Source: an optimization exercise on an open RTL-to-GDS flow (aim: small area, a short achievable clock period and few clock cycles per item). Production flows keep margins and buffers that such runs may drop. Only simulation tests tie the RTL to the original design; equivalence was not proved.

--- design/flow/design.v ---
`default_nettype none
package sm4TablesPkg;
  function automatic logic [8:0] invForms(input logic [3:0] d);
    case (d)
      4'd0: invForms = 9'd0;
      4'd1: invForms = 9'd432;
      4'd2: invForms = 9'd216;
      4'd3: invForms = 9'd360;
      4'd4: invForms = 9'd45;
      4'd5: invForms = 9'd325;
      4'd6: invForms = 9'd427;
      4'd7: invForms = 9'd371;
      4'd8: invForms = 9'd54;
      4'd9: invForms = 9'd413;
      4'd10: invForms = 9'd390;
      4'd11: invForms = 9'd245;
      4'd12: invForms = 9'd27;
      4'd13: invForms = 9'd350;
      4'd14: invForms = 9'd238;
      4'd15: invForms = 9'd195;
      default: invForms = 9'd0;
    endcase
  endfunction
  function automatic logic [7:0] sbox(input logic [7:0] a);
    logic t1, t2, t3, t4, t5, t6, t7, t8, t9, t10, t11, t12;
    logic t13, t14, t15, t16, t17, t18, t19, t20, t21, t22, t23, t24;
    logic t25, t26, t27, t28, t29, t30, t31, t32, t33, t34, t35, t36;
    logic t37, t38, t39, t40, t41, t42, p0, p1, p2, p3, p4, p5;
    logic p6, p7, p8, u1, u2, u3, u4, u5, u6, u7, u8, u9;
    logic u10, u11, u12, u13, u14, u15, u16, dd0, dd1, dd3, qh0, qs0;
    logic qh1, qs1, qh2, qs2, qh3, qs3, qh4, qs4, qh5, qs5, qh6, qs6;
    logic qh7, qs7, qh8, qs8, w1, w2, w3, w4, w5, w6, w7, w8;
    logic w9, w10, w11, w12, w13, w14, w15, w16, w17, w18, w19, w20;
    logic w21, w22, w23, w24, w25, w26, w27, w28, w29, w30, w31, w32;
    logic w33, w34;
    logic [3:0] d;
    logic [8:0] fd;
    t1 = a[2] ^ a[4];
    t2 = a[0] ^ a[1];
    t3 = a[3] ^ a[5];
    t4 = a[6] ^ a[7];
    t5 = t1 ^ t2;
    t6 = a[3] ^ a[7];
    t7 = t1 ^ t4;
    t8 = a[2] ^ a[6];
    t9 = a[4] ^ t2;
    t10 = a[2] ^ a[7];
    t11 = a[1] ^ a[5];
    t12 = a[7] ^ t1;
    t13 = t3 ^ t4;
    t14 = t1 ^ t3;
    t15 = t2 ^ t3;
    t16 = a[0] ^ a[7];
    t17 = a[0] ^ a[3];
    t18 = a[1] ^ a[4];
    t19 = a[3] ^ a[4];
    t20 = a[6] ^ t3;
    t21 = a[1] ^ t6;
    t22 = a[7] ^ t3;
    t23 = a[1] ^ t8;
    t24 = a[5] ^ t10;
    t25 = t2 ^ t6;
    t26 = t1 ^ t16;
    t27 = t18 ^ t6;
    t28 = a[6] ^ t5;
    t29 = a[2] ^ t13;
    t30 = a[3] ^ t5;
    t31 = a[0] ^ t14;
    t32 = a[5] ^ t7;
    t33 = a[1] ^ t7;
    t34 = t3 ^ t5;
    t35 = t4 ^ t9;
    t36 = t11 ^ t12;
    t37 = t15 ^ t8;
    t38 = t6 ^ t9;
    t39 = t11 ^ t7;
    t40 = t17 ^ t7;
    t41 = t20 ^ t5;
    t42 = t13 ^ t9;
    p0 = ~t41 & ~t25;
    p1 = t42 & t12;
    p2 = ~t10 & ~t30;
    p3 = ~a[6] & ~t36;
    p4 = ~t5 & ~t14;
    p5 = t28 & t21;
    p6 = t34 & t31;
    p7 = ~t29 & ~t22;
    p8 = ~t35 & ~t26;
    u1 = p4 ^ t19;
    u2 = p4 ^ t27;
    u3 = p4 ^ t24;
    u4 = p4 ^ t33;
    u5 = p0 ^ p2;
    u6 = p3 ^ u2;
    u7 = p0 ^ p1;
    u8 = p5 ^ u4;
    u9 = p3 ^ p6;
    u10 = p7 ^ u3;
    u11 = p5 ^ p7;
    u12 = p8 ^ u1;
    u13 = u5 ^ u6;
    u14 = u7 ^ u8;
    u15 = u10 ^ u9;
    u16 = u11 ^ u12;
    dd0 = ~u13;
    dd1 = ~u14;
    dd3 = ~u16;
    d = {dd3, u15, dd1, dd0};
    fd = invForms(d);
    qh0 = ~t41 & fd[0];
    qs0 = t32 & fd[0];
    qh1 = t42 & fd[1];
    qs1 = t37 & fd[1];
    qh2 = ~t10 & fd[2];
    qs2 = t38 & fd[2];
    qh3 = ~a[6] & fd[3];
    qs3 = t39 & fd[3];
    qh4 = ~t5 & fd[4];
    qs4 = t15 & fd[4];
    qh5 = t28 & fd[5];
    qs5 = t40 & fd[5];
    qh6 = t34 & fd[6];
    qs6 = a[1] & fd[6];
    qh7 = ~t29 & fd[7];
    qs7 = t8 & fd[7];
    qh8 = ~t35 & fd[8];
    qs8 = t23 & fd[8];
    w1 = qh3 ^ qh4;
    w2 = qs1 ^ qs8;
    w3 = qh2 ^ qh7;
    w4 = qh1 ^ qh8;
    w5 = qs2 ^ qs3;
    w6 = qh0 ^ qs0;
    w7 = w1 ^ w2;
    w8 = qh6 ^ qs6;
    w9 = qs1 ^ qs5;
    w10 = qs0 ^ qs7;
    w11 = qs4 ^ w3;
    w12 = w3 ^ w4;
    w13 = w5 ^ w9;
    w14 = w11 ^ w6;
    w15 = qh0 ^ qs2;
    w16 = qh2 ^ qs7;
    w17 = qh3 ^ qh5;
    w18 = qs2 ^ qs6;
    w19 = qs3 ^ w2;
    w20 = qh8 ^ w17;
    w21 = w15 ^ w4;
    w22 = w16 ^ w6;
    w23 = w10 ^ w18;
    w24 = w21 ^ w8;
    w25 = w1 ^ w12;
    w26 = w19 ^ w8;
    w27 = w10 ^ w12;
    w28 = w20 ^ w5;
    w29 = w22 ^ w7;
    w30 = w24 ^ w7;
    w31 = w13 ^ w25;
    w32 = w27 ^ w7;
    w33 = w14 ^ w26;
    w34 = w14 ^ w28;
    sbox[0] = ~w30;
    sbox[1] = ~w31;
    sbox[2] = w33;
    sbox[3] = w13;
    sbox[4] = ~w32;
    sbox[5] = w29;
    sbox[6] = ~w34;
    sbox[7] = ~w23;
  endfunction
  function automatic logic [31:0] ck(input logic [4:0] i);
    case (i)
      5'd0: ck = 32'h00070e15;
      5'd1: ck = 32'h1c232a31;
      5'd2: ck = 32'h383f464d;
      5'd3: ck = 32'h545b6269;
      5'd4: ck = 32'h70777e85;
      5'd5: ck = 32'h8c939aa1;
      5'd6: ck = 32'ha8afb6bd;
      5'd7: ck = 32'hc4cbd2d9;
      5'd8: ck = 32'he0e7eef5;
      5'd9: ck = 32'hfc030a11;
      5'd10: ck = 32'h181f262d;
      5'd11: ck = 32'h343b4249;
      5'd12: ck = 32'h50575e65;
      5'd13: ck = 32'h6c737a81;
      5'd14: ck = 32'h888f969d;
      5'd15: ck = 32'ha4abb2b9;
      5'd16: ck = 32'hc0c7ced5;
      5'd17: ck = 32'hdce3eaf1;
      5'd18: ck = 32'hf8ff060d;
      5'd19: ck = 32'h141b2229;
      5'd20: ck = 32'h30373e45;
      5'd21: ck = 32'h4c535a61;
      5'd22: ck = 32'h686f767d;
      5'd23: ck = 32'h848b9299;
      5'd24: ck = 32'ha0a7aeb5;
      5'd25: ck = 32'hbcc3cad1;
      5'd26: ck = 32'hd8dfe6ed;
      5'd27: ck = 32'hf4fb0209;
      5'd28: ck = 32'h10171e25;
      5'd29: ck = 32'h2c333a41;
      5'd30: ck = 32'h484f565d;
      5'd31: ck = 32'h646b7279;
      default: ck = 32'h0;
    endcase
  endfunction
  localparam logic [127:0] FK = {
    32'ha3b1bac6,
    32'h56aa3350,
    32'h677d9197,
    32'hb27022dc
  };
  function automatic logic [31:0] rotl(input logic [31:0] w, input int unsigned n);
    rotl = (w << n) | (w >> (32 - n));
  endfunction
  function automatic logic [31:0] tauSub(input logic [31:0] a);
    tauSub = {sbox(a[31:24]), sbox(a[23:16]), sbox(a[15:8]), sbox(a[7:0])};
  endfunction
  function automatic logic [31:0] dataT(input logic [31:0] x);
    logic [31:0] b;
    b = tauSub(x);
    dataT = b ^ rotl(b, 2) ^ rotl(b, 10) ^ rotl(b, 18) ^ rotl(b, 24);
  endfunction
  function automatic logic [31:0] keyT(input logic [31:0] x);
    logic [31:0] b;
    b = tauSub(x);
    keyT = b ^ rotl(b, 13) ^ rotl(b, 23);
  endfunction
endpackage
`default_nettype wire
`default_nettype none
package sm4CorePkg;
  localparam int WORD_W  = 32;
  localparam int BLOCK_W = 128;
  localparam int ROUNDS  = 32;
  localparam int ROUND_W = 5;
endpackage
`default_nettype wire
`default_nettype none
import sm4CorePkg::*;
module sm4Core (
  input  wire logic                             clk,
  input  wire logic                             rst_n,
  input  wire logic                             start,
  input  wire logic                             decrypt,
  input  wire logic [sm4CorePkg::BLOCK_W-1:0]   key,
  input  wire logic [sm4CorePkg::BLOCK_W-1:0]   textIn,
  output logic [sm4CorePkg::BLOCK_W-1:0]        textOut,
  output logic                                  done
);
  localparam logic [ROUND_W-1:0] CNT_LAST = ROUND_W'(ROUNDS - 1);
  logic               busy;
  logic               spec;
  logic               hitR;
  logic               rounds;
  logic               decMode;
  logic               valid;
  logic [ROUND_W-1:0] cnt;
  logic [ROUND_W-1:0] cntNext;
  logic               accept;
  logic               missNow;
  logic               lastRound;
  logic               toRounds;
  logic               keyBack;
  logic               dataRound;
  logic               saveEnd;
  logic               keyBackNext;
  logic [BLOCK_W-1:0] keyIn;
  logic [BLOCK_W-1:0] kw;
  logic [BLOCK_W-1:0] ko;
  assign keyIn     = key ^ sm4TablesPkg::FK;
  assign accept    = start && !busy;
  assign missNow   = spec && !hitR;
  assign lastRound = busy && rounds && !spec && (cnt == '0);
  assign toRounds  = busy && !rounds && (!decMode || cnt == CNT_LAST);
  always_comb
  begin
    if (accept)
      cntNext = decrypt ? CNT_LAST : ROUND_W'(1);
    else if (!busy || lastRound || missNow)
      cntNext = '0;
    else if (rounds ? decMode : (decMode && cnt == CNT_LAST))
      cntNext = rounds ? cnt - 1'b1 : cnt;
    else
      cntNext = cnt + 1'b1;
  end
  assign keyBackNext = accept ? decrypt
                              : (busy && !lastRound && !missNow && decMode && (rounds || toRounds));
  always_ff @(posedge clk or negedge rst_n)
  begin
    if (!rst_n)
    begin
      busy      <= 1'b0;
      spec      <= 1'b0;
      hitR      <= 1'b0;
      rounds    <= 1'b0;
      decMode   <= 1'b0;
      valid     <= 1'b0;
      cnt       <= '0;
      done      <= 1'b0;
      keyBack   <= 1'b0;
      dataRound <= 1'b0;
    end
    else
    begin
      done <= lastRound;
      cnt  <= cntNext;
      spec <= accept;
      hitR <= valid && (keyIn == kw);
      keyBack   <= keyBackNext;
      dataRound <= accept || (busy && !lastRound && !missNow && (rounds || toRounds));
      if (accept)
      begin
        busy    <= 1'b1;
        rounds  <= 1'b1;
        decMode <= decrypt;
      end
      else
      begin
        if (lastRound)
        begin
          busy  <= 1'b0;
          valid <= 1'b1;
        end
        if (missNow)
          rounds <= 1'b0;
        else if (toRounds)
          rounds <= 1'b1;
      end
    end
  end
  logic [WORD_W-1:0] k0, k1, k2, k3;
  logic [WORD_W-1:0] tk;
  logic [WORD_W-1:0] e0, e1, e2, e3;
  logic              stepFwd;
  logic              stepBack;
  logic              encEnd;
  logic [WORD_W-1:0] z;
  assign {k0, k1, k2, k3} = kw;
  assign tk = sm4TablesPkg::keyT(z);
  assign encEnd   = lastRound && !decMode;
  assign stepFwd  = (accept && !decrypt) || (busy && !keyBack && !encEnd && !missNow);
  assign stepBack = busy && keyBack && !missNow;
  always_comb
  begin
    if ((accept && decrypt) || missNow || encEnd)
      {e0, e1, e2, e3} = ko;
    else if (stepFwd)
      {e0, e1, e2, e3} = {k1, k2, k3, k0};
    else if (stepBack)
      {e0, e1, e2, e3} = {k3, k0, k1, k2};
    else
      {e0, e1, e2, e3} = kw;
  end
  always_ff @(posedge clk)
    kw <= {(tk & {WORD_W{stepBack}}) ^ e0, e1, e2, (tk & {WORD_W{stepFwd}}) ^ e3};
  always_ff @(posedge clk)
    z <= (tk & {WORD_W{keyBackNext ? stepBack : stepFwd}}) ^
         (e1 ^ e2 ^ (keyBackNext ? e0 : e3) ^ sm4TablesPkg::ck(cntNext));
  assign saveEnd = busy && !missNow && (decMode ? (rounds && cnt == CNT_LAST)
                                                : (!rounds || cnt == '0));
  always_ff @(posedge clk)
  begin
    if (accept)
      ko <= keyIn;
    else if (saveEnd)
      ko <= kw;
  end
  logic [WORD_W-1:0] x0, x1, x2, x3;
  logic [WORD_W-1:0] ex0, ex1, ex2, ex3;
  logic [WORD_W-1:0] y;
  logic [WORD_W-1:0] ty;
  logic              dataStep;
  assign dataStep = dataRound && !missNow;
  assign ty = sm4TablesPkg::dataT(y);
  always_comb
  begin
    if (accept)
      {ex0, ex1, ex2, ex3} = textIn;
    else if (dataStep)
      {ex0, ex1, ex2, ex3} = {x1, x2, x3, x0};
    else
      {ex0, ex1, ex2, ex3} = {x0, x1, x2, x3};
  end
  always_ff @(posedge clk)
  begin
    {x0, x1, x2} <= {ex0, ex1, ex2};
    x3 <= (ty & {WORD_W{dataStep}}) ^ ex3;
    y  <= (ty & {WORD_W{dataStep}}) ^ (tk & {WORD_W{stepFwd}}) ^ (ex1 ^ ex2 ^ ex3 ^ e3);
  end
  assign textOut = {x3, x2, x1, x0};
endmodule
`default_nettype wire
--- design/flow/flow/run.sh ---
#!/bin/bash
# Own layout flow: the standard flow (standard.sh) with two changes.
#  - Synthesis is the standard one except for the ABC script that maps the
#    logic between the registers: flow/abc.script (ORFS's area script, a
#    delay-driven map with area recovery) instead of the speed script.
#    The flip-flops are mapped before ABC runs and ABC does not touch them,
#    so registers, their names and cells are the standard synthesis's.
#  - flow/knobs.txt adds ORFS variables to the make calls: the port buffers
#    are buf_1 cells (every port still gets one), and the timing repair
#    aims at a larger setup margin. The clock and constraints are the standard flow's.
# Each tool's full output goes to a log file of its own in this folder
# (synth.log, layout.log, and ORFS's own logs under orfs/logs).
set -euo pipefail
here=$(pwd)
fdir=$here/flow

# synthesis script: synth_recipe.tcl with ORFS's synth.tcl swapped for a copy
# whose abc call uses flow/abc.script.
sed "s#^  log_cmd abc {\*}\$abc_args#  set abc_args [lreplace \$abc_args 1 1 $fdir/abc.script]\n  log_cmd abc {*}\$abc_args#" \
  "$FLOW_HOME/scripts/synth.tcl" > "$here/own_synth.tcl"
grep -q "abc.script" "$here/own_synth.tcl"
sed "s#\$::env(SCRIPTS_DIR)/synth.tcl#$here/own_synth.tcl#" "$here/synth_recipe.tcl" > "$here/own_synth_recipe.tcl"
grep -q "own_synth.tcl" "$here/own_synth_recipe.tcl"

knobs=()
if [[ -f $fdir/knobs.txt ]]; then
  while IFS= read -r line; do
    [[ -n "$line" && "$line" != \#* ]] && knobs+=("$line")
  done < "$fdir/knobs.txt"
fi

bash standard.sh "SYNTH_SCRIPT=$here/own_synth_recipe.tcl" "${knobs[@]}" synth > "$here/synth.log" 2>&1
bash standard.sh "SYNTH_SCRIPT=$here/own_synth_recipe.tcl" "${knobs[@]}" finish > "$here/layout.log" 2>&1
test -f "$here/out/final.def"
--- design/flow/flow/abc.script ---
strash
dch
map -B 0.9
topo
stime -c
buffer -c
upsize -c
dnsize -c
--- design/flow/flow/knobs.txt ---
BUFFER_PORTS_ARGS=-buffer_cell sky130_fd_sc_hd__buf_1
SETUP_SLACK_MARGIN=6.5
--- design/flow/standard.sh ---
#!/bin/bash
# synth_recipe.tcl (not shown) runs the flow's synth.tcl, then flattens the netlist and writes it again
# the make line also repeats each setting of config.mk as NAME=value (left out here)
make -C /OpenROAD-flow-scripts/flow DESIGN_CONFIG=/design/flow/config.mk WORK_HOME=/design/flow/orfs CLKGATE_MAP_FILE= SYNTH_SCRIPT=/design/flow/synth_recipe.tcl "${@:-finish}"
--- design/flow/config.mk ---
export PLATFORM = sky130hd
export DESIGN_NAME = sm4Core
export DESIGN_NICKNAME = sm4Core
export VERILOG_FILES = /design/flow/design.v
export SDC_FILE = /design/flow/constraint.sdc
export NUM_CORES = 8
export LEC_CHECK = 0
export CAP_MARGIN = 20
export CORE_MARGIN = 2
export CORE_UTILIZATION = 55
export SETUP_SLACK_MARGIN = 5
export SLEW_MARGIN = 20
export TNS_END_PERCENT = 0
--- design/flow/constraint.sdc ---
create_clock -name core_clock -period 11.0 [get_ports {clk}]
set_input_delay 2.2000 -clock core_clock [delete_from_list [all_inputs] [get_ports {clk}]]
set_output_delay 2.2000 -clock core_clock [all_outputs]
set_load 0.01 [all_outputs]
==> notes.md, run 1 <==
Floorplan
The top-level I/O count is 389. The die is 290 um tall. In this run the standard cell core region covers 80700 um2.

For this configuration, the core starts out at a cell density of 0.556. The floorplan die area is 83900 um2. Row generation in the floorplan step produced 104 rows. The width of the chip is 290 um.

Place
The cell area after placement is 46700 um2. The worst setup slack before clock tree synthesis is 4.25 ns. The HPWL reported at the end of detailed placement is 138000 um. The number of buffers added on ports is 388. Routability-driven placement finished with a final weighted congestion of 1.04.

Clocking
The count of clock tree sinks is 462. The buffer depth of the longest clock path is 3. Hold repair after CTS inserted 0 buffers. The buffer type at the clock tree root is clkbuf_16.

The later pin in the worst-skew pair is clocked with a latency of 0.63 ns. In this run, CTS created clock tree buffers numbering 48. After clock tree synthesis, the clock-pin slew on the worst setup and hold paths is 0.06 ns. The TritonCTS clock tree is done.

The H-tree depth reported by CTS is 2.

STA
In the final timing run, aggregate negative setup slack is 0 ns. The time the worst path needs with I/O delays and setup is 4.49 ns. The total count of max-transition violations in the final report is 0.

Based on the critical path, the design can be clocked at up to 223 MHz. The total count of hold-check failures in the final report was 0. The final critical-path setup slack is 6.51 ns. The final clock skew is 0.0328 ns.

Of the available clock period, the critical path in the final layout requires 0.408. The number of setup violations in the final report is 0. Setup repair after global routing could not meet its margin everywhere. The worst slew margin relative to its limit is 0.322.

At the pin with the least slew margin, the transition time is 1.01 ns. Across all hold checks on the routed design, the worst slack comes to 0.532 ns.

Synth
After synthesis, the cell types taking the most area are nand2_1 (25%), dfxtp_1 (13%), edfxtp_1 (11%). The synthesized flop and latch total is 462. For this run, the number of Yosys warnings is 1. The number of nets handed over by synthesis was 7648. The synthesized instance count is 7337. The portion of synthesized cell area occupied by the leading cell type is 0.252. The sequential cell area fraction in the yosys report is 0.243. The number of distinct library cells after synthesis is 65. Summed over all instances, the cell type with the most area after synthesis is nand2_1. The number of enable-type register cells in the synthesized netlist is 160. The synthesized area is 44900 um2. In the synthesized netlist the async set-or-reset flop fraction comes to 0.0303. The per-instance average area after synthesis is 6.12 um2. The most used flip-flop cell after synthesis is dfxtp_1.

Outcome
The flow ran to the end and the layout has no timing, DRC or antenna violations.

Worst setup path
The endpoint class of the critical path is a flop. The highest fanout seen on the critical path is 77. The register-to-register setup slack is 6.58 ns. The arrival time at the worst endpoint is 5.01 ns. Measured in cells, the most critical reg-to-reg path has a length of 33. For the worst setup path, the data required time is 11.52 ns. The critical path startpoint category is a primary input. In this run the critical register-to-register path is captured at y[11].

The type of the worst setup path is in2reg. The launching point of the worst reg2reg path is y[3].

Global route
The number of antenna violations at the first check in global routing is 3. The number of global-route vias before repair came to 43800. The first-pass GRT wire length is 260000 um.

The global route total overflow is 0. The maximum number of pins on one net before global-route repair is 154. For this run, the total global-route usage over all layers was measured as 0.404.

Finish
At the end of the flow, the number of nets in the layout was 7986. The total non-filler cell area in the finished layout is 52100 um2. Of the cells placed in the final design, the portion with a size suffix greater than 1 is 0.140. The area overhead of the layout relative to synthesis is 16.1%.

Min path
In this run the worst hold path is classified as reg2reg. The hold-critical path endpoint is x1[13]. The worst hold path depth is 2. The worst hold path startpoint is x2[13].

Route
The post-detailed-routing wire length is 184000 um. Dividing the detail-routed via count by the number of cells gives 5.78. For this block, the via count after detailed routing is 50700. The initial DRC count is 5455.

The number of iterations in the first detailed-routing pass is 7. The detail route stage leaves a number of antenna-violating nets equal to 0. In the routed design, unresolved DRC markers number 0.

Dividing the detail-routed wire length by the instance count gives 20.9 um.

Run
The number of max-capacitance violations reported is 0.
[cells in the final DEF, fill, tap and decap left out, drive strengths merged, types with 4 or more instances in the layout]
master and instances:
nand2 3220, nand3 658, inv 643, buf 531, o21ai 435, nor2 414
xor2 372, dfxtp 288, xnor2 270, edfxtp 160, a21oi 126, o211ai 97
clkbuf 82, a31oi 67, o22ai 64, ha 51, nand3b 47, nand4 45
a221oi 29, clkinv 15, dfrtp 14, nor3 13, or2 13, o31ai 12
a22oi 7, clkinvlp 6, nor4 5, o21a 4, o2111ai 4
[how the worst max path moves through the flow]
stage	end	slack [ns]	start
floorplan	ko[0]	6.47	start
global placement	z[6]	4.33	start
detailed placement	z[6]	4.25	start
CTS	x3[18]	6.36	y[11]
global route	y[11]	6.29	y[3]
finish	y[8]	6.51	start
[metrics by stage]
stage	utilization	std cells
finish	0.646	8778
global route	0.646	8776
CTS	0.607	8655
detailed placement	0.579	8550
global placement	0.579	8550
floorplan	-	7337
[critical path: stages]
cell and delay (ns):
buf_1 0.08, inv_1 0.18, nor2_4 0.06, buf_12 0.14
buf_4 0.12, buf_4 0.21, buf_16 0.23, nand2_1 0.13
o21ai_0 0.28, xnor2_1 0.65, xor2_1 0.24, inv_1 0.06
nand4_1 0.08, nand2_1 0.07, nor2_1 0.08, nor2_1 0.06
[kinds of logic after synthesis]
family,count (synthesis),synth area share
adder cells (fa/ha/maj),51,0.0142
buffers and inverters,904,0.0826
AND/OR/NAND/NOR,4418,0.417
flip-flops,462,0.243
AO/OA/AOI/OAI,860,0.111
XOR/XNOR,642,0.132
[synthesized netlist by cell type, types with 38 or more instances]
cell and instances:
nand2_2 195, o22ai_1 64, inv_2 76, nand3_2 38, o21ai_0 411, a31oi_1 67, inv_1 563, a21oi_1 124
dfxtp_1 288, nand2_1 3008, nand3_1 620, nor2_1 373, xnor2_1 255, xor2_1 353, nand3b_1 45, ha_1 51
edfxtp_1 160, nand4_1 45, o211ai_1 97, clkbuf_1 158
[metal layers]
metal	up-vias	part of all wire	global-route usage
li1	24200	-	-
met1	23500	0.40	0.558
met2	2684	0.42	0.597
met3	441	0.12	0.0758
met4	2	0.063	0.218
met5	-	0.000054	0
[repair_timing]
item | in CTS | in global routing
endpoints found under the setup margin | 336 | 161
gates cloned | 2 | 9
pin swaps | 6 | 95
resized for setup | 160 | 506
setup buffers | 13 | 110
[state kept, by name, indices dropped and copies added, names as in the netlist]
name and flops:
x0 32, spec 1, x2 32, kw 128, hitR 1, x3 32
y 32, busy 1, keyBack 1, z 32, ko 128, dataRound 1
done 1, x1 32, rounds 1, valid 1, decMode 1, cnt 5
[cell type report]
| cell class | instances | area [um2] |
|---|---|---|
| clock inverters | 17 | 199 |
| flip-flops and latches | 462 | 11100 |
| inverters | 648 | 2560 |
| well taps | 1060 | 1330 |
| fillers | 7832 | 28600 |
| repair buffers | 540 | 2890 |
| clock buffers | 73 | 1420 |
| multi-input cells | 5973 | 32500 |
| diodes | 3 | 7.51 |
| repair inverters | 2 | 22.5 |
Testbench counts, summed over its fixed seeds: cycles 56,002, blocks 1,600.
==> run 2, diff against run 1 <==
--- a/design/flow/config.mk
+++ b/design/flow/config.mk
@@ -8,6 +8,7 @@
 export CAP_MARGIN = 20
 export CORE_MARGIN = 2
 export CORE_UTILIZATION = 55
+export PLACE_DENSITY = 0.7
 export SETUP_SLACK_MARGIN = 5
 export SLEW_MARGIN = 20
 export TNS_END_PERCENT = 0
==> run 2 against run 1 <==
Effect of this change:
- die area is the same
- clock-buffer cell count grew 5
- clock skew shrank 0.00051 ns
- worst hold slack lost 0.0036 ns
- register-to-register slack gained 0.05 ns
- flip-flop and latch count is the same
- still clean on timing, DRC and antenna
- sequential share of layout area shrank 0.16 points
- core utilization grew 0.52 points
- cell area grew 0.81%
- critical endpoint is now y[20]
==> notes.md, run 2 <==
Synth
The sequential cell area fraction in the yosys report is 0.243 (unchanged). The post-synthesis net count is 7648 (unchanged). The synthesized area is 44900 um2 (unchanged).

The number of enable-type register cells in the synthesized netlist came to 160 (unchanged). The portion of synthesized cell area occupied by the leading cell type was 0.252 (unchanged). The library cell with the largest summed area after synthesis is nand2_1 (unchanged). The synthesized flop and latch total was 462 (unchanged).

The share of synthesized flip-flops with an asynchronous set or reset is 0.0303 (unchanged). Most area-consuming cells after synthesis: nand2_1 (25%), dfxtp_1 (13%), edfxtp_1 (11%) (unchanged). The synthesized instance count is 7337 (unchanged). The most used flip-flop cell after synthesis is dfxtp_1 (unchanged).

The total number of yosys warnings is 1 (unchanged). The library cell with the highest instance count after synthesis is nand2_1 (unchanged). The per-instance average area after synthesis was 6.12 um2 (unchanged). Most frequent cells after synthesis: nand2_1 (3008), nand3_1 (620), inv_1 (563) (unchanged). The number of distinct library cells after synthesis was 65 (unchanged).

Finish
Largest regs: ko x128, kw x128 (unchanged). The total non-filler cell area in the finished layout was 52500 um2 (was 52100 um2). Commonest cells after routing, fill and taps aside: nand2_1 (2829), nand3_1 (576), inv_1 (541) (was nand2_1 (2813), nand3_1 (581), inv_1 (544)). The number of filler instances in the final layout is 7615 (was 7832).

The count of non-filler cells in the finished layout is 8803 (was 8778). The area overhead of the layout relative to synthesis was 17.0% (was 16.1%). The area of combinational cells with multiple inputs is 32500 um2 (about the same). The leading cell type in the layout, fill and taps excluded is nand2_1 (unchanged). The layout cell share with drive strength beyond 1 is 0.141 (was 0.140).

The final net count is 8008 (was 7986). The register area is 11100 um2 (about the same).

Clocking
The clock input transition at the sequential cells of the worst setup and hold paths is 0.06 ns (about the same). The H-tree depth reported by CTS came to 2 (unchanged). The TritonCTS clock tree is done (unchanged). The clock latency of the later-clocked register in the worst-skew pair is 0.63 ns (about the same). The buffer depth of the longest clock path is 3 (unchanged). The buffer type at the clock tree root is clkbuf_16 (unchanged).

The number of buffers created by CTS is 48 (unchanged). The count of clock tree sinks is 462 (unchanged).

Route
The total number of vias is 51000 (was 50700). The initial DRC count is 5712 (was 5455). The post-detailed-routing wire length was 187000 um (was 184000 um). The number of vias per cell after detailed routing is 5.79 (was 5.78). The number of iterations in the first detailed-routing pass is 8 (was 7). The routed wire length per instance is 21.2 um (was 20.9 um). The number of routed nets with antenna violations is 0 (unchanged). The DRC violation count after routing is 0 (unchanged).

Worst setup path
The beginning of the critical path is start (unchanged). The launching point of the worst reg2reg path is y[12] (was y[3]). The data required time of the worst path is 11.48 ns (was 11.52 ns).

The delay contributed by the slowest stage of the critical path is 0.25 ns (was 0.65 ns). The number of cells on the worst reg-to-reg path is 35 (was 33). Sequence of cells on the critical path: clkbuf_2, inv_1, nor2_4, buf_16, clkinv_16, o21ai_4, buf_12, inv_16, buf_16, o21ai_0, o22ai_2, xor2_1, inv_1, nand4_1, nand2_1, inv_1, nand2_1, nand2_1 (was buf_1, inv_1, nor2_4, buf_12, buf_4, buf_4, buf_16, nand2_1, o21ai_0, xnor2_1, xor2_1, inv_1, nand4_1, nand2_1, nor2_1, nor2_1). The type of the worst setup path is in2reg (unchanged).

The highest fanout seen on the critical path is 73 (was 77). The critical path startpoint category is a primary input (unchanged). The end of the worst register-to-register path is x3[18] (was y[11]).

The endpoint class of the critical path is a flop (unchanged). The arrival time at the worst endpoint came to 5.00 ns (was 5.01 ns). The register-to-register setup slack is 6.63 ns (was 6.58 ns).

The cell with the largest stage delay on the worst path is buf_16 (was xnor2_1).

Place
The HPWL reported at the end of detailed placement is 141000 um (was 138000 um). The final RePlAce weighted congestion is 1.03 (was 1.04). The number of buffers added on ports is 388 (unchanged). The number of cells after detailed placement came to 8554 (was 8550). The cell area after placement came to 46700 um2 (about the same).

Min path
The worst min-delay path category is reg2reg (unchanged). The worst hold path startpoint is ko[61] (was x2[13]). The worst hold path depth is 1 (was 2). The hold-critical path endpoint is kw[61] (was x1[13]).

STA
The final clock skew is 0.0323 ns (was 0.0328 ns). The total count of max-transition violations in the final report is 0 (unchanged). The total count of hold-check failures in the final report was 0 (unchanged). The fmax is 221 MHz (was 223 MHz). The final total negative setup slack is 0 ns (unchanged).

The post-route clock period utilization is 0.411 (was 0.408). Unrepaired setup endpoints after global routing: yes (unchanged). The number of setup violations in the final report came to 0 (unchanged).

The worst slew margin relative to its limit is 0.267 (was 0.322). The time the worst path needs with I/O delays and setup was 4.52 ns (was 4.49 ns). The transition at the pin with the smallest max-transition slack is 1.10 ns (was 1.01 ns).

Floorplan
The top-level I/O count is 389 (unchanged). The height of the die came to 290 um (unchanged). The placeable core area is 80700 um2 (unchanged). The floorplan die area was 83900 um2 (unchanged). The placement row count came to 104 (unchanged). The width of the chip came to 290 um (unchanged). The starting utilization of the core area is 0.556 (unchanged).

Global route
The maximum number of pins on one net before global-route repair is 104 (was 154). The number of global-route vias before repair is 44800 (was 43800). The first-pass GRT wire length is 269000 um (was 260000 um). The global route total overflow came to 0 (unchanged). The number of antenna violations at the first check in global routing is 8 (was 3).

The overall track demand over capacity in global routing is 0.421 (was 0.404).

Outcome
Outcome: finished clean (unchanged).

Run
The number of max-capacitance violations reported came to 0 (unchanged).
-- run 2: cell counts after synthesis --
No cell type changed its count.
-- run 2: stage by stage --
stage	hold WS, ns	utilization	setup slack (ns)
6_report	0.528	0.651	6.48
5_1_grt	0.549	0.651	6.34
4_1_cts	0.526	0.613	6.44
3_5_place_dp	0.507	0.579	4.24
3_3_place_gp	0.497	0.579	4.30
2_1_floorplan	0.440	-	6.47
-- run 2: layout make-up --
class,count,share of cell area
antenna,6,0.000286
clock buffer,78,0.0291
clock inverter,12,0.00253
inverter,648,0.0487
multi-input combinational,5971,0.619
sequential,462,0.212
tap,1060,0.0253
timing repair buffer,564,0.0622
timing repair inverter,2,0.000381
-- run 2: cells by family after synthesis --
kind of cell             Yosys count  synth area share
flip-flops                       462             0.243
buffers and inverters            904            0.0826
AO/OA/AOI/OAI                    860             0.111
XOR/XNOR                         642             0.132
adder cells (fa/ha/maj)           51            0.0142
AND/OR/NAND/NOR                 4418             0.417
-- run 2: worst max path at each step --
stage / endpoint / slack, ns / depth (start not counted)
2_1_floorplan: ko[0] / 6.47 / 9
3_3_place_gp: z[5] / 4.30 / 16
3_5_place_dp: z[6] / 4.24 / 16
4_1_cts: y[9] / 6.44 / 32
5_1_grt: x3[18] / 6.34 / 35
6_report: y[20] / 6.48 / 18
-- run 2: timing repair --
item / CTS / global route
cloned: 9 / 4
pin swaps: 8 / 100
hold buffers: 0 / 0
resized for setup: 203 / 465
endpoints found under the setup margin: 328 / 160
setup buffers: 15 / 125
-- run 2: critical path, delay by kind of cell --
family / cells / cell delay (ns)
simple gates: 5 / 0.61
xor+xnor: 1 / 0.18
compound gates: 3 / 0.61
buf+inv: 9 / 1.30
-- run 2: per-layer routing --
metal / part of all wire / wire length (um) / track usage
met4: 0.078 / 14500 / 0.266
met3: 0.12 / 22400 / 0.0947
met1: 0.38 / 71700 / 0.549
met2: 0.42 / 78400 / 0.628
met5: 0.00012 / 23 / 0
==> run 3, diff against run 2 <==
--- a/design/flow/config.mk
+++ b/design/flow/config.mk
@@ -8,7 +8,7 @@
 export CAP_MARGIN = 20
 export CORE_MARGIN = 2
 export CORE_UTILIZATION = 55
-export PLACE_DENSITY = 0.7
+export GPL_ROUTABILITY_DRIVEN = 0
 export SETUP_SLACK_MARGIN = 5
 export SLEW_MARGIN = 20
 export TNS_END_PERCENT = 0
==> run 3 against run 2 <==
Effect of this change:
- still clean
- synthesized cell count did not move
- wire length down 1.6%
- non-clock buffer count down 17
- cell count decreased by 0.23%
- cell area is 0.53% lower
- register-to-register slack got worse by 0.07 ns
- die area is the same
- sequential share of layout area grew 0.11 points
- critical endpoint is now hitR
==> notes.md, run 3 <==
Synth
The synthesized flop and latch total is 462 (unchanged). The post-synthesis net count came to 7648 (unchanged). The share of synthesized flip-flops with an asynchronous set or reset is 0.0303 (unchanged). The library cell with the highest instance count after synthesis is nand2_1 (unchanged). The portion of synthesized cell area occupied by the leading cell type was 0.252 (unchanged). The library cell with the largest summed area after synthesis is nand2_1 (unchanged).

The number of distinct library cells after synthesis is 65 (unchanged). Most area-consuming cells after synthesis: nand2_1 (25%), dfxtp_1 (13%), edfxtp_1 (11%) (unchanged). The sequential cell area fraction in the yosys report came to 0.243 (unchanged). The per-instance average area after synthesis is 6.12 um2 (unchanged). The number of enable-type register cells in the synthesized netlist is 160 (unchanged). The most used flip-flop cell after synthesis is dfxtp_1 (unchanged). Most frequent cells after synthesis: nand2_1 (3008), nand3_1 (620), inv_1 (563) (unchanged). The synthesized area is 44900 um2 (unchanged). The synthesized instance count is 7337 (unchanged). The total number of yosys warnings is 1 (unchanged).

Route
The DRC violation count after routing was 0 (unchanged). The post-detailed-routing wire length was 184000 um (was 187000 um). The routed wire length per instance is 21.0 um (was 21.2 um). The total number of vias is 51000 (about the same). The number of vias per cell after detailed routing is 5.81 (was 5.79). The initial DRC count is 5818 (was 5712). The number of routed nets with antenna violations is 0 (unchanged). The number of iterations in the first detailed-routing pass was 8 (unchanged).

STA
The final clock skew came to 0.0398 ns (was 0.0323 ns). The total count of max-transition violations in the final report is 0 (unchanged). The time the worst path needs with I/O delays and setup is 4.81 ns (was 4.52 ns). The worst slew margin relative to its limit is 0.123 (was 0.267). The worst hold slack is 0.531 ns (was 0.528 ns). The fmax came to 208 MHz (was 221 MHz). Unrepaired setup endpoints after global routing: yes (unchanged).

The final total negative setup slack is 0 ns (unchanged). The transition at the pin with the smallest max-transition slack is 1.28 ns (was 1.10 ns). The total count of hold-check failures in the final report is 0 (unchanged). The final critical-path setup slack is 6.19 ns (was 6.48 ns). The number of setup violations in the final report is 0 (unchanged). The post-route clock period utilization is 0.437 (was 0.411).

Worst setup path
The data required time of the worst path came to 11.48 ns (about the same). The number of cells on the worst reg-to-reg path was 33 (was 35). The arrival time at the worst endpoint is 5.29 ns (was 5.00 ns). The highest fanout seen on the critical path was 2 (was 73). The end of the worst register-to-register path is y[14] (was x3[18]).

The launching point of the worst reg2reg path is z[2] (was y[12]). The type of the worst setup path is in2reg (unchanged). The endpoint class of the critical path is a flop (unchanged). The critical path startpoint category was a primary input (unchanged). The register-to-register setup slack was 6.56 ns (was 6.63 ns).

Clocking
The clock latency of the later-clocked register in the worst-skew pair was 0.63 ns (about the same). The TritonCTS clock tree is done (unchanged). The buffer type at the clock tree root was clkbuf_16 (unchanged). The buffer depth of the longest clock path is 3 (unchanged). The clock input transition at the sequential cells of the worst setup and hold paths is 0.06 ns (about the same). The H-tree depth reported by CTS was 2 (unchanged). The count of clock tree sinks was 462 (unchanged).

The number of buffers created by CTS is 48 (unchanged). The post-cts hold buffer count came to 0 (unchanged).

Finish
The final net count is 7993 (was 8008). The number of filler instances in the final layout is 7771 (was 7615). The layout cell share with drive strength beyond 1 is 0.139 (was 0.141).

Largest regs: ko x128, kw x128 (unchanged). The leading cell type in the layout, fill and taps excluded was nand2_1 (unchanged). Commonest cells after routing, fill and taps aside: nand2_1 (2829), nand3_1 (578), inv_1 (540) (was nand2_1 (2829), nand3_1 (576), inv_1 (541)). The area overhead of the layout relative to synthesis is 16.4% (was 17.0%). The total non-filler cell area in the finished layout is 52200 um2 (was 52500 um2).

Global route
The overall track demand over capacity in global routing came to 0.404 (was 0.421). The first-pass GRT wire length came to 260000 um (was 269000 um). The global route total overflow is 0 (unchanged). The number of antenna violations at the first check in global routing is 3 (was 8).

The maximum number of pins on one net before global-route repair is 158 (was 104). The number of global-route vias before repair is 43700 (was 44800).

Min path
The worst hold path depth is 2 (was 1). The worst min-delay path category is reg2reg (unchanged). The worst hold path startpoint is x2[31] (was ko[61]). The hold-critical path endpoint was x1[31] (was kw[61]).

Place
The number of buffers added on ports is 388 (unchanged). The cell area after placement is 46700 um2 (about the same). The HPWL reported at the end of detailed placement is 136000 um (was 141000 um). The worst setup slack before clock tree synthesis came to 4.31 ns (was 4.24 ns).

Floorplan
The starting utilization of the core area was 0.556 (unchanged). The top-level I/O count is 389 (unchanged). The placeable core area is 80700 um2 (unchanged). The placement row count was 104 (unchanged). The height of the die was 290 um (unchanged).

The floorplan die area came to 83900 um2 (unchanged). The width of the chip was 290 um (unchanged).

Run
The number of max-capacitance violations reported came to 0 (unchanged).

Outcome
Outcome: finished clean (unchanged).
run 3: cell counts after synthesis:
Identical to the previous run, type by type.
run 3: critical path: stages:
cell and delay (ns):
buf_1 0.31, xnor2_1 0.22, nand4_1 0.21, nor4b_1 0.55, nand4_1 0.25, nor3_1 0.71, nand4_1 0.42, nor2_1 0.40
run 3: worst max-delay path by stage:
stage	from	to	depth (start not counted)	slack [ns]
6_report	key[0]	hitR	8	6.19
5_1_grt	z[2]	y[14]	34	6.35
4_1_cts	z[2]	y[14]	31	6.39
3_5_place_dp	start	z[14]	15	4.31
3_3_place_gp	start	z[14]	15	4.39
2_1_floorplan	start	ko[0]	9	6.47
run 3: area by class of cell:
| type | count | area, um2 | share of cell area |
|---|---|---|---|
| clock inverters | 17 | 195 | 0.00374 |
| inverters | 648 | 2550 | 0.0489 |
| clock buffers | 73 | 1440 | 0.0275 |
| multi-input cells | 5973 | 32500 | 0.622 |
| repair inverters | 2 | 20.0 | 0.000383 |
| flip-flops and latches | 462 | 11100 | 0.213 |
| well taps | 1060 | 1330 | 0.0254 |
| repair buffers | 547 | 3080 | 0.0590 |
| diodes | 1 | 2.50 | 0.0000479 |
run 3: cells by family (layout without fill, tap and decap cells):
group,count (synthesis),after routing,synth area share
AOI/OAI and AO/OA,860,860,0.111
xor gates and xnor gates,642,642,0.132
adders and majority gates,51,51,0.0142
buffers and inverters,904,1287,0.0826
DFF,462,462,0.243
other,0,1,0
and+or+nand+nor,4418,4420,0.417
run 3: what timing repair did:
action / CTS / global route
setup buffers: 17 / 110
resized for setup: 180 / 476
setup endpoints to repair: 280 / 161
cloned: 4 / 13
endpoints found under the hold margin: 0 / 0
pin swaps: 8 / 84
run 3: metrics by stage:
step / util / std cells
finish: 0.647 / 8783
global route: 0.647 / 8783
CTS: 0.609 / 8659
detailed placement: 0.578 / 8548
global placement: 0.578 / 8548
floorplan: - / 7337
run 3: metal layers:
metal	up-vias	routed length, um	global-route usage
met4	0	11500	0.200
met3	511	22900	0.0918
met2	2763	77000	0.605
met1	23500	72700	0.545
li1	24200	-	-
met5	-	0	0
==> run 4, diff against run 3 <==
==> design/flow/flow/knobs.txt (replaced) <==
BUFFER_PORTS_ARGS=-buffer_cell sky130_fd_sc_hd__buf_1
SETUP_SLACK_MARGIN=5.75
--- a/design/flow/config.mk
+++ b/design/flow/config.mk
@@ -8,7 +8,6 @@
 export CAP_MARGIN = 20
 export CORE_MARGIN = 2
 export CORE_UTILIZATION = 55
-export GPL_ROUTABILITY_DRIVEN = 0
 export SETUP_SLACK_MARGIN = 5
 export SLEW_MARGIN = 20
 export TNS_END_PERCENT = 0
==> run 4 against run 3 <==
Effect of this change:
- critical endpoint is now z[21]
- die area is the same
- critical path depth grew 7
- cell count shrank 1.5%
- still clean on timing, DRC and antenna
- global-route usage grew 0.26 points
==> notes.md, run 4 <==
Outcome
Outcome: finished clean (unchanged).

Synth
The synthesized area is 44900 um2 (unchanged). Most frequent cells after synthesis: nand2_1 (3008), nand3_1 (620), inv_1 (563) (unchanged). The per-instance average area after synthesis is 6.12 um2 (unchanged).

The synthesized flop and latch total is 462 (unchanged). The portion of synthesized cell area occupied by the leading cell type is 0.252 (unchanged). Most area-consuming cells after synthesis: nand2_1 (25%), dfxtp_1 (13%), edfxtp_1 (11%) (unchanged).

The synthesized instance count is 7337 (unchanged). The sequential cell area fraction in the yosys report is 0.243 (unchanged). The number of enable-type register cells in the synthesized netlist is 160 (unchanged). The total number of yosys warnings was 1 (unchanged).

The library cell with the largest summed area after synthesis is nand2_1 (unchanged). The share of synthesized flip-flops with an asynchronous set or reset is 0.0303 (unchanged). The library cell with the highest instance count after synthesis is nand2_1 (unchanged). The number of distinct library cells after synthesis was 65 (unchanged). The most used flip-flop cell after synthesis is dfxtp_1 (unchanged). The post-synthesis net count came to 7648 (unchanged).

Place
The number of buffers added on ports is 388 (unchanged). The HPWL reported at the end of detailed placement is 140000 um (was 136000 um). The cell area after placement is 46700 um2 (about the same). The final RePlAce weighted congestion is 1.02.

Worst setup path
The delay contributed by the slowest stage of the critical path is 0.77 ns (was 0.71 ns). The type of the worst setup path is in2reg (unchanged). The arrival time at the worst endpoint is 5.82 ns (was 5.29 ns). The register-to-register setup slack is 5.82 ns (was 6.56 ns). The sum of buffers and inverters on the critical path was 5 (was 1). The highest fanout seen on the critical path came to 139 (was 2). The endpoint class of the critical path is a flop (unchanged). Sequence of cells on the critical path: buf_1, inv_1, nor2_4, inv_12, o21ai_4, buf_4, buf_4, nand2_1, o311ai_0, o21ai_0, nand2_1, o21ai_0, xnor2_1, xor2_1, xnor2_1 (was buf_1, xnor2_1, nand4_1, nor4b_1, nand4_1, nor3_1, nand4_1, nor2_1). The critical path startpoint category is a primary input (unchanged).

The cell with the largest stage delay on the worst path is buf_4 (was nor3_1). The data required time of the worst path is 11.54 ns (was 11.48 ns). The dominant delay contributor by cell family on the critical path is buffers and inverters (was simple AND/OR/NAND/NOR gates).

Finish
Largest regs: ko x128, kw x128 (unchanged). The total non-filler cell area in the finished layout is 48600 um2 (was 52200 um2). The leading cell type in the layout, fill and taps excluded is nand2_1 (unchanged). The area overhead of the layout relative to synthesis is 8.25% (was 16.4%). The final net count is 7860 (was 7993). The layout cell share with drive strength beyond 1 is 0.0756 (was 0.139). The register area is 11000 um2 (was 11100 um2).

Commonest cells after routing, fill and taps aside: nand2_1 (3003), nand3_1 (620), inv_1 (561) (was nand2_1 (2829), nand3_1 (578), inv_1 (540)). The antenna diode count was 0 (was 1). The number of filler instances in the final layout is 8040 (was 7771).

The area of combinational cells with multiple inputs is 30400 um2 (was 32500 um2).

Floorplan
The height of the die was 290 um (unchanged). The placeable core area came to 80700 um2 (unchanged). The placement row count is 104 (unchanged). The starting utilization of the core area came to 0.556 (unchanged). The width of the chip is 290 um (unchanged). The top-level I/O count is 389 (unchanged). The floorplan die area is 83900 um2 (unchanged).

Global route
The number of antenna violations at the first check in global routing is 4 (was 3). The first-pass GRT wire length is 261000 um (was 260000 um). The maximum number of pins on one net before global-route repair is 173 (was 158). The global route total overflow is 0 (unchanged). The number of global-route vias before repair came to 44100 (was 43700).

The overall track demand over capacity in global routing is 0.406 (was 0.404).

STA
The final total negative setup slack was 0 ns (unchanged). The worst slew margin relative to its limit is 0.223 (was 0.123). The post-route clock period utilization is 0.479 (was 0.437).

The transition at the pin with the smallest max-transition slack is 1.15 ns (was 1.28 ns). The number of setup violations in the final report is 0 (unchanged). The final clock skew came to 0.0334 ns (was 0.0398 ns). The total count of max-transition violations in the final report is 0 (unchanged). The fmax is 190 MHz (was 208 MHz).

The total count of hold-check failures in the final report is 0 (unchanged). Unrepaired setup endpoints after global routing: yes (unchanged). The time the worst path needs with I/O delays and setup is 5.27 ns (was 4.81 ns).

Route
The number of iterations in the first detailed-routing pass is 7 (was 8). The initial DRC count is 5482 (was 5818). The number of vias per cell after detailed routing is 5.74 (was 5.81). The DRC violation count after routing is 0 (unchanged). The routed wire length per instance is 20.4 um (was 21.0 um).

The post-detailed-routing wire length is 176000 um (was 184000 um). The total number of vias came to 49600 (was 51000). The number of routed nets with antenna violations was 0 (unchanged).

Clocking
The buffer type at the clock tree root is clkbuf_16 (unchanged). The clock latency of the later-clocked register in the worst-skew pair came to 0.64 ns (was 0.63 ns). The TritonCTS clock tree is done (unchanged).

The count of clock tree sinks is 462 (unchanged). The H-tree depth reported by CTS is 2 (unchanged). The clock input transition at the sequential cells of the worst setup and hold paths is 0.06 ns (about the same). The buffer depth of the longest clock path is 3 (unchanged). The number of buffers created by CTS is 48 (unchanged).

Run
The number of max-capacitance violations reported came to 0 (unchanged).

Min path
The worst min-delay path category is reg2reg (unchanged).
==> run 4: cell counts after synthesis <==
No cell type changed its count.
==> run 4: through the flow <==
stage                     worst slack [ns]  hold slack (ns)   util  cells
final                                 5.73            0.535  0.602   8649
after global routing                  5.53            0.544  0.602   8649
after CTS                             5.68            0.531  0.600   8644
after detailed placement              4.64            0.505  0.579   8553
after global placement                4.68            0.515  0.579   8552
after floorplan                       6.01            0.440      -   7337
==> run 4: worst paths after layout <==
check | startpoint | endpoint | depth (start not counted)
worst max register to register | z[3] | y[30] | 29
worst max-delay path | start | z[21] | 15
min in group asynchronous | rst_n | busy | 2
worst min-delay path | x2[25] | x1[25] | 2
worst min register to register | x2[25] | x1[25] | 2
max in group asynchronous | rst_n | hitR | 2
==> run 4: what timing repair did <==
action	4_1_cts	5_1_grt
gates resized for setup	14	49
hold buffers	0	0
gates cloned	1	1
buffers inserted	0	4
pin swaps	1	1
setup endpoints to repair	63	140
==> run 4: worst min-delay path: cells and delay by family, from the launching register on <==
kind / cells / cell delay, ns
flip-flops: 1 / 0.32
AO/OA/AOI/OAI: 1 / 0.10
AND/OR/NAND/NOR: 1 / 0.06
==> run 4: final cells by class <==
cell class / instances / share of cell area
Sequential cell: 462 / 0.226
Timing Repair Buffer: 417 / 0.0363
Inverter: 648 / 0.0512
Multi-Input combinational cell: 5972 / 0.626
Clock inverter: 17 / 0.00420
Tap cell: 1060 / 0.0273
Clock buffer: 73 / 0.0290
==> run 4: cells by family (layout without fill, tap and decap cells) <==
kind of cell,after synthesis,count (layout),synth area share
flip-flops,462,462,0.243
AO/OA/AOI/OAI,860,861,0.111
XOR/XNOR,642,642,0.132
buffers and inverters,904,1155,0.0826
adder cells (fa/ha/maj),51,51,0.0142
AND/OR/NAND/NOR,4418,4418,0.417
==> run 4: metal layers <==
metal | global-route usage | routed length [um] | vias to the layer above
li1 | - | - | 23900
met1 | 0.544 | 72100 | 22800
met2 | 0.621 | 74300 | 2485
met3 | 0.0770 | 18700 | 451
met4 | 0.212 | 11200 | 2
met5 | 0 | 9 | -
==> run 5, diff against run 4 <==
==> design/flow/flow/knobs.txt (replaced) <==
BUFFER_PORTS_ARGS=-buffer_cell sky130_fd_sc_hd__buf_1
SETUP_SLACK_MARGIN=6.5
--- a/design/flow/config.mk
+++ b/design/flow/config.mk
@@ -10,4 +10,4 @@
 export CORE_UTILIZATION = 55
 export SETUP_SLACK_MARGIN = 5
 export SLEW_MARGIN = 20
-export TNS_END_PERCENT = 0
+export TNS_END_PERCENT = 5
==> run 5 against run 4 <==
Effect of this change:
- critical path type unchanged
- wire length is 5.4% higher
- non-clock buffer count grew 160
- register-to-register slack improved by 0.82 ns
- sequential share of layout area decreased by 1.5 points
- clock-buffer cell count shrank 2
- flip-flop and latch count stayed put
- via count rose by 3.2%
- die area is the same
- worst hold slack worse by 0.020 ns
- fmax increased by 17%
- cell count increased by 1.9%
==> notes.md, run 5 <==
Outcome
Outcome: finished clean (unchanged).

Worst setup path
The critical path startpoint category is a primary input (unchanged). The delay contributed by the slowest stage of the critical path came to 0.73 ns (was 0.77 ns). Sequence of cells on the critical path: clkbuf_2, inv_1, nor2_4, clkbuf_16, buf_12, buf_4, inv_8, nor2_1, a31oi_1, xnor2_1, xor2_1, xor2_1, nand3b_1, nand2_1, xor2_1 (was buf_1, inv_1, nor2_4, inv_12, o21ai_4, buf_4, buf_4, nand2_1, o311ai_0, o21ai_0, nand2_1, o21ai_0, xnor2_1, xor2_1, xnor2_1). The cell with the largest stage delay on the worst path was xor2_1 (was buf_4). Counting stages on the worst path, the most repeated cell is xor2_1. The data required time of the worst path is 11.47 ns (was 11.54 ns). The endpoint class of the critical path is a flop (unchanged). The type of the worst setup path is in2reg (unchanged). The arrival time at the worst endpoint is 4.98 ns (was 5.82 ns). The highest fanout seen on the critical path is 16 (was 139).

Clocking
The buffer type at the clock tree root is clkbuf_16 (unchanged). The post-cts hold buffer count was 0 (unchanged). The clock input transition at the sequential cells of the worst setup and hold paths came to 0.06 ns (about the same). The TritonCTS clock tree is done (unchanged). The count of clock tree sinks is 462 (unchanged). The number of buffers created by CTS came to 48 (unchanged). The H-tree depth reported by CTS is 2 (unchanged). The clock latency of the later-clocked register in the worst-skew pair is 0.62 ns (was 0.64 ns). The buffer depth of the longest clock path came to 3 (unchanged).

Route
The number of vias per cell after detailed routing is 5.81 (was 5.74). The DRC violation count after routing is 0 (unchanged). The number of routed nets with antenna violations was 0 (unchanged). The initial DRC count is 6178 (was 5482).

The total number of vias is 51200 (was 49600). The post-detailed-routing wire length is 186000 um (was 176000 um). The routed wire length per instance is 21.1 um (was 20.4 um). The number of iterations in the first detailed-routing pass is 8 (was 7).

Synth
The synthesized area is 44900 um2 (unchanged). The most used flip-flop cell after synthesis was dfxtp_1 (unchanged). The sequential cell area fraction in the yosys report was 0.243 (unchanged). Most frequent cells after synthesis: nand2_1 (3008), nand3_1 (620), inv_1 (563) (unchanged). The library cell with the largest summed area after synthesis is nand2_1 (unchanged). The synthesized flop and latch total was 462 (unchanged).

The fraction of the mapped netlist area in adder cells came to 0.0142 (unchanged). The total number of yosys warnings was 1 (unchanged). The number of enable-type register cells in the synthesized netlist is 160 (unchanged).

The synthesized instance count is 7337 (unchanged). The portion of synthesized cell area occupied by the leading cell type is 0.252 (unchanged). The per-instance average area after synthesis came to 6.12 um2 (unchanged).

The multiplexer share of the synthesized area was 0 (unchanged). The post-synthesis simple-gate area fraction is 0.417 (unchanged). The library cell with the highest instance count after synthesis is nand2_1 (unchanged). The number of distinct library cells after synthesis is 65 (unchanged). The share of synthesized flip-flops with an asynchronous set or reset came to 0.0303 (unchanged). The parity-gate share of the synthesized area counting xor and xnor cells is 0.132 (unchanged). The fraction of the mapped netlist area in compound gates is 0.111 (unchanged). The post-synthesis net count was 7648 (unchanged).

Most area-consuming cells after synthesis: nand2_1 (25%), dfxtp_1 (13%), edfxtp_1 (11%) (unchanged). The combinational family with the most area after synthesis is simple AND/OR/NAND/NOR gates (unchanged).

Finish
Commonest cells after routing, fill and taps aside: nand2_1 (2798), nand3_1 (578), inv_1 (539) (was nand2_1 (3003), nand3_1 (620), inv_1 (561)). The area overhead of the layout relative to synthesis is 17.7% (was 8.25%). The number of filler instances in the final layout is 7608 (was 8040). The leading cell type in the layout, fill and taps excluded is nand2_1 (unchanged). The final standard cell utilization of the core came to 0.654 (was 0.602). Largest regs: ko x128, kw x128 (unchanged).

The layout cell share with drive strength beyond 1 came to 0.148 (was 0.0756). The final net count is 8027 (was 7860).

Global route
The overall track demand over capacity in global routing is 0.413 (was 0.406). The maximum number of pins on one net before global-route repair is 135 (was 173). The number of antenna violations at the first check in global routing is 1 (was 4). The first-pass GRT wire length is 265000 um (was 261000 um). The number of global-route vias before repair is 44500 (was 44100). The global route total overflow is 0 (unchanged).

Floorplan
The height of the die is 290 um (unchanged). The starting utilization of the core area was 0.556 (unchanged). The placeable core area came to 80700 um2 (unchanged). The placement row count was 104 (unchanged). The top-level I/O count is 389 (unchanged). The width of the chip is 290 um (unchanged).

The floorplan die area was 83900 um2 (unchanged).

Place
The final RePlAce weighted congestion came to 1.03 (was 1.02). The HPWL reported at the end of detailed placement is 138000 um (was 140000 um). The number of buffers added on ports is 388 (unchanged).

STA
The fmax is 222 MHz (was 190 MHz). Unrepaired setup endpoints after global routing: yes (unchanged). The total count of max-transition violations in the final report is 0 (unchanged).

The final clock skew is 0.0318 ns (was 0.0334 ns). The worst slew margin relative to its limit is 0.102 (was 0.223). The total count of hold-check failures in the final report is 0 (unchanged). The final total negative setup slack is 0 ns (unchanged). The post-route clock period utilization came to 0.410 (was 0.479). The transition at the pin with the smallest max-transition slack is 1.31 ns (was 1.15 ns). The time the worst path needs with I/O delays and setup is 4.51 ns (was 5.27 ns). The worst hold slack is 0.515 ns (was 0.535 ns). The number of setup violations in the final report was 0 (unchanged).

Min path
The worst min-delay path category is reg2reg (unchanged).

Run
The number of max-capacitance violations reported is 0 (unchanged).
## run 5: area by class of cell
cell class,count,area (um2),area share
clock inverter,18,133,0.00251
tap,1060,1330,0.0251
inverter,648,2570,0.0486
sequential,462,11100,0.211
multi-input combinational,5974,32700,0.620
antenna,1,2.50,0.0000474
timing repair buffer,577,3470,0.0657
clock buffer,71,1370,0.0259
timing repair inverter,5,53.8,0.00102
## run 5: final timing paths
check / startpoint / end / slack (ns) / cells after the start
max in group asynchronous: rst_n / valid / 9.08 / 1
max: start / y[2] / 6.49 / 15
min in group asynchronous: rst_n / hitR / 1.56 / 1
min: ko[61] / kw[61] / 0.52 / 1
min reg2reg: ko[61] / kw[61] / 0.52 / 1
max reg2reg: y[10] / y[18] / 6.64 / 34
## run 5: cell families after synthesis
kind of cell,count (synthesis)
buf+inv,904
fa+ha+maj,51
compound gates,860
simple gates,4418
xor+xnor,642
flops,462
## run 5: through the flow
| step | setup WS [ns] | std cells | cell area [um2] |
|---|---|---|---|
| 2_1_floorplan | 6.54 | 7337 | 44900 |
| 3_3_place_gp | 3.92 | 8550 | 46700 |
| 3_5_place_dp | 3.97 | 8550 | 46700 |
| 4_1_cts | 6.41 | 8677 | 49500 |
| 5_1_grt | 6.27 | 8815 | 52800 |
| 6_report | 6.49 | 8816 | 52800 |
## run 5: timing repair
item | 4_1_cts | 5_1_grt
cloned | 12 | 8
endpoints found under the setup margin | 325 | 231
gates resized for setup | 207 | 506
pin swaps | 11 | 115
buffers inserted | 26 | 130
## run 5: routing by layer
| layer | share of wire | track usage | routed length [um] |
|---|---|---|---|
| met1 | 0.39 | 0.554 | 72900 |
| met2 | 0.42 | 0.620 | 78000 |
| met3 | 0.12 | 0.0911 | 23100 |
| met4 | 0.064 | 0.216 | 11900 |
| met5 | 0 | 0 | 0 |
## run 5: worst max-delay path, delay by kind of cell
family                    cells  cell delay (ns)
AOI/OAI and AO/OA             1             0.25
xor gates and xnor gates      4             1.31
buffers and inverters         6             0.87
and+or+nand+nor               4             0.33
==> run 6, diff against run 5 <==
==> design/flow/flow/knobs.txt (replaced) <==
BUFFER_PORTS_ARGS=-buffer_cell sky130_fd_sc_hd__buf_1
SETUP_SLACK_MARGIN=5.75
--- a/design/flow/config.mk
+++ b/design/flow/config.mk
@@ -7,7 +7,8 @@
 export LEC_CHECK = 0
 export CAP_MARGIN = 20
 export CORE_MARGIN = 2
-export CORE_UTILIZATION = 55
+export CORE_UTILIZATION = 60
+export CTS_BUF_LIST = sky130_fd_sc_hd__clkbuf_4 sky130_fd_sc_hd__clkbuf_8
 export SETUP_SLACK_MARGIN = 5
 export SLEW_MARGIN = 20
-export TNS_END_PERCENT = 5
+export TNS_END_PERCENT = 0
==> run 6 against run 5 <==
Effect of this change:
- still clean
- die area decreased by 8.2%
- wire length decreased by 8.3%
- global-route usage increased by 1.4 points
- worst setup slack got worse by 0.69 ns
- cell area decreased by 8.4%
- fmax decreased by 13%
- critical path type unchanged
- critical endpoint is now z[5]
- highest routed layer is now met5
==> notes.md, run 6 <==
Floorplan
The width of the chip is 277 um (was 290 um). The starting utilization of the core area is 0.605 (was 0.556). The height of the die is 277 um (was 290 um). The floorplan die area was 77000 um2 (was 83900 um2).

The placeable core area is 74200 um2 (was 80700 um2).

Worst setup path
The type of the worst setup path is in2reg (unchanged). The register-to-register setup slack came to 5.80 ns (was 6.64 ns). The delay contributed by the slowest stage of the critical path is 0.53 ns (was 0.73 ns).

The arrival time at the worst endpoint came to 5.80 ns (was 4.98 ns). The data required time of the worst path is 11.60 ns (was 11.47 ns). Sequence of cells on the critical path: buf_1, inv_1, nor2_4, inv_16, nor2_1, nor3_2, buf_12, buf_8, o21ai_0, o22ai_1, nand2_1, o21ai_0, xor2_1, xnor2_1, xor2_1 (was clkbuf_2, inv_1, nor2_4, clkbuf_16, buf_12, buf_4, inv_8, nor2_1, a31oi_1, xnor2_1, xor2_1, xor2_1, nand3b_1, nand2_1, xor2_1).

Route
The post-detailed-routing wire length is 171000 um (was 186000 um). The number of vias per cell after detailed routing is 5.81 (about the same). The total number of vias is 50000 (was 51200).

STA
The worst hold slack is 0.494 ns (was 0.515 ns). The total count of max-transition violations in the final report is 0 (unchanged). The total count of hold-check failures in the final report is 0 (unchanged). The transition at the pin with the smallest max-transition slack was 1.13 ns (was 1.31 ns). The worst slew margin relative to its limit is 0.238 (was 0.102).

The final total negative setup slack came to 0 ns (unchanged). Unrepaired setup endpoints after global routing: yes (unchanged).

Synth
The most used flip-flop cell after synthesis is dfxtp_1 (unchanged). The fraction of the mapped netlist area in adder cells is 0.0142 (unchanged). The synthesized area was 44900 um2 (unchanged). Most area-consuming cells after synthesis: nand2_1 (25%), dfxtp_1 (13%), edfxtp_1 (11%) (unchanged). The number of distinct library cells after synthesis came to 65 (unchanged).

The share of synthesized flip-flops with an asynchronous set or reset is 0.0303 (unchanged). The multiplexer share of the synthesized area came to 0 (unchanged). The combinational family with the most area after synthesis is simple AND/OR/NAND/NOR gates (unchanged). The synthesized instance count is 7337 (unchanged). The parity-gate share of the synthesized area counting xor and xnor cells was 0.132 (unchanged).

The post-synthesis net count is 7648 (unchanged). The per-instance average area after synthesis is 6.12 um2 (unchanged).

Clocking
The count of clock tree sinks is 462 (unchanged). The clock latency of the later-clocked register in the worst-skew pair is 0.71 ns (was 0.62 ns). The buffer depth of the longest clock path was 3 (unchanged).

The post-cts hold buffer count is 0 (unchanged).

Outcome
Outcome: finished clean (unchanged).

Run
The number of max-capacitance violations reported came to 0 (unchanged).

Finish
The area of combinational cells with multiple inputs came to 30400 um2 (was 32700 um2). The area overhead of the layout relative to synthesis is 7.78% (was 17.7%). Largest regs: ko x128, kw x128 (unchanged).

Global route
The overall track demand over capacity in global routing is 0.427 (was 0.413). The first-pass GRT wire length is 256000 um (was 265000 um).

Min path
The worst min-delay path category is reg2reg (unchanged).
run 6: cell families (layout without fill, tap and decap cells):
| group | Yosys count | count (layout) |
|---|---|---|
| buffers and inverters | 904 | 1199 |
| xor gates and xnor gates | 642 | 642 |
| other | 0 | 2 |
| adders and majority gates | 51 | 51 |
| and+or+nand+nor | 4418 | 4418 |
| AOI/OAI and AO/OA | 860 | 860 |
| DFF | 462 | 462 |
run 6: timing repair:
action / in CTS / in global routing
resized for setup: 3 / 37
setup endpoints to repair: 63 / 138
pin swaps: 1 / 0
buffers inserted: 1 / 0
run 6: stage by stage:
stage | worst slack [ns] | util | instance area (um2) | std cells
floorplan | 6.01 | - | 44900 | 7337
global placement | 4.47 | 0.627 | 46500 | 8456
detailed placement | 4.40 | 0.627 | 46500 | 8456
CTS | 5.48 | 0.650 | 48300 | 8600
global route | 5.44 | 0.652 | 48400 | 8601
finish | 5.80 | 0.652 | 48400 | 8603
run 6: worst paths after layout:
kind / depth (start not counted) / end / from
setup / recovery: 15 / z[5] / start
hold / removal: 1 / kw[61] / ko[61]
setup reg to reg: 37 / y[3] / y[19]
hold reg to reg: 1 / kw[61] / ko[61]
max in group asynchronous: 1 / cnt[4] / rst_n
min in group asynchronous: 1 / busy / rst_n
run 6: area by class of cell:
type | count | share of cell area
clock buffer | 120 | 0.0296
timing repair buffer | 408 | 0.0345
tap | 969 | 0.0251
sequential | 462 | 0.226
multi-input combinational | 5971 | 0.628
inverter | 648 | 0.0513
antenna | 2 | 0.000103
clock inverter | 23 | 0.00546
run 6: metal layers:
| metal | wire length [um] | global-route usage |
|---|---|---|
| met4 | 11800 | 0.255 |
| met5 | 27 | 0 |
| met3 | 21100 | 0.0917 |
| met2 | 70200 | 0.631 |
| met1 | 67500 | 0.570 |

[what the ideal ports hide]
The flow's constraints put no driver on any port. The routed layouts listed below were extracted and timed again, unchanged, in two steps. Step 1: set_driving_cell puts a clkbuf_16 on clk and a buf_2 on each other input, an assumption about the parent block. Step 2 also shifts input and output timing later by t, the mid clock arrival at the registers, as if the neighbouring blocks saw the same clock. Three values: no drivers, after step 1, after step 2; two values: the first two.
run	t, ns	setup slack, ns	worst hold slack (ns)	worst register clock-pin slew, ns
run 1	0.673	6.508 / 6.548 / 5.874	0.532 / 0.532 / 0.532	0.07 / 0.07
run 2	0.675	6.482 / 6.510 / 5.835	0.528 / 0.528 / 0.528	0.07 / 0.07
run 3	0.667	6.194 / 6.224 / 5.556	0.531 / 0.531 / 0.531	0.07 / 0.07
run 4	0.686	5.727 / 5.761 / 5.075	0.535 / 0.535 / 0.535	0.07 / 0.07
run 5	0.659	6.487 / 6.518 / 5.859	0.515 / 0.515 / 0.515	0.07 / 0.07
run 6	0.734	5.801 / 5.805 / 5.092	0.494 / 0.494 / 0.494	0.07 / 0.07
After both steps every run listed still meets setup and hold. The setup slack of run 6, which loses most, moves by +0.004 ns with the drivers and by -0.709 ns with both steps.
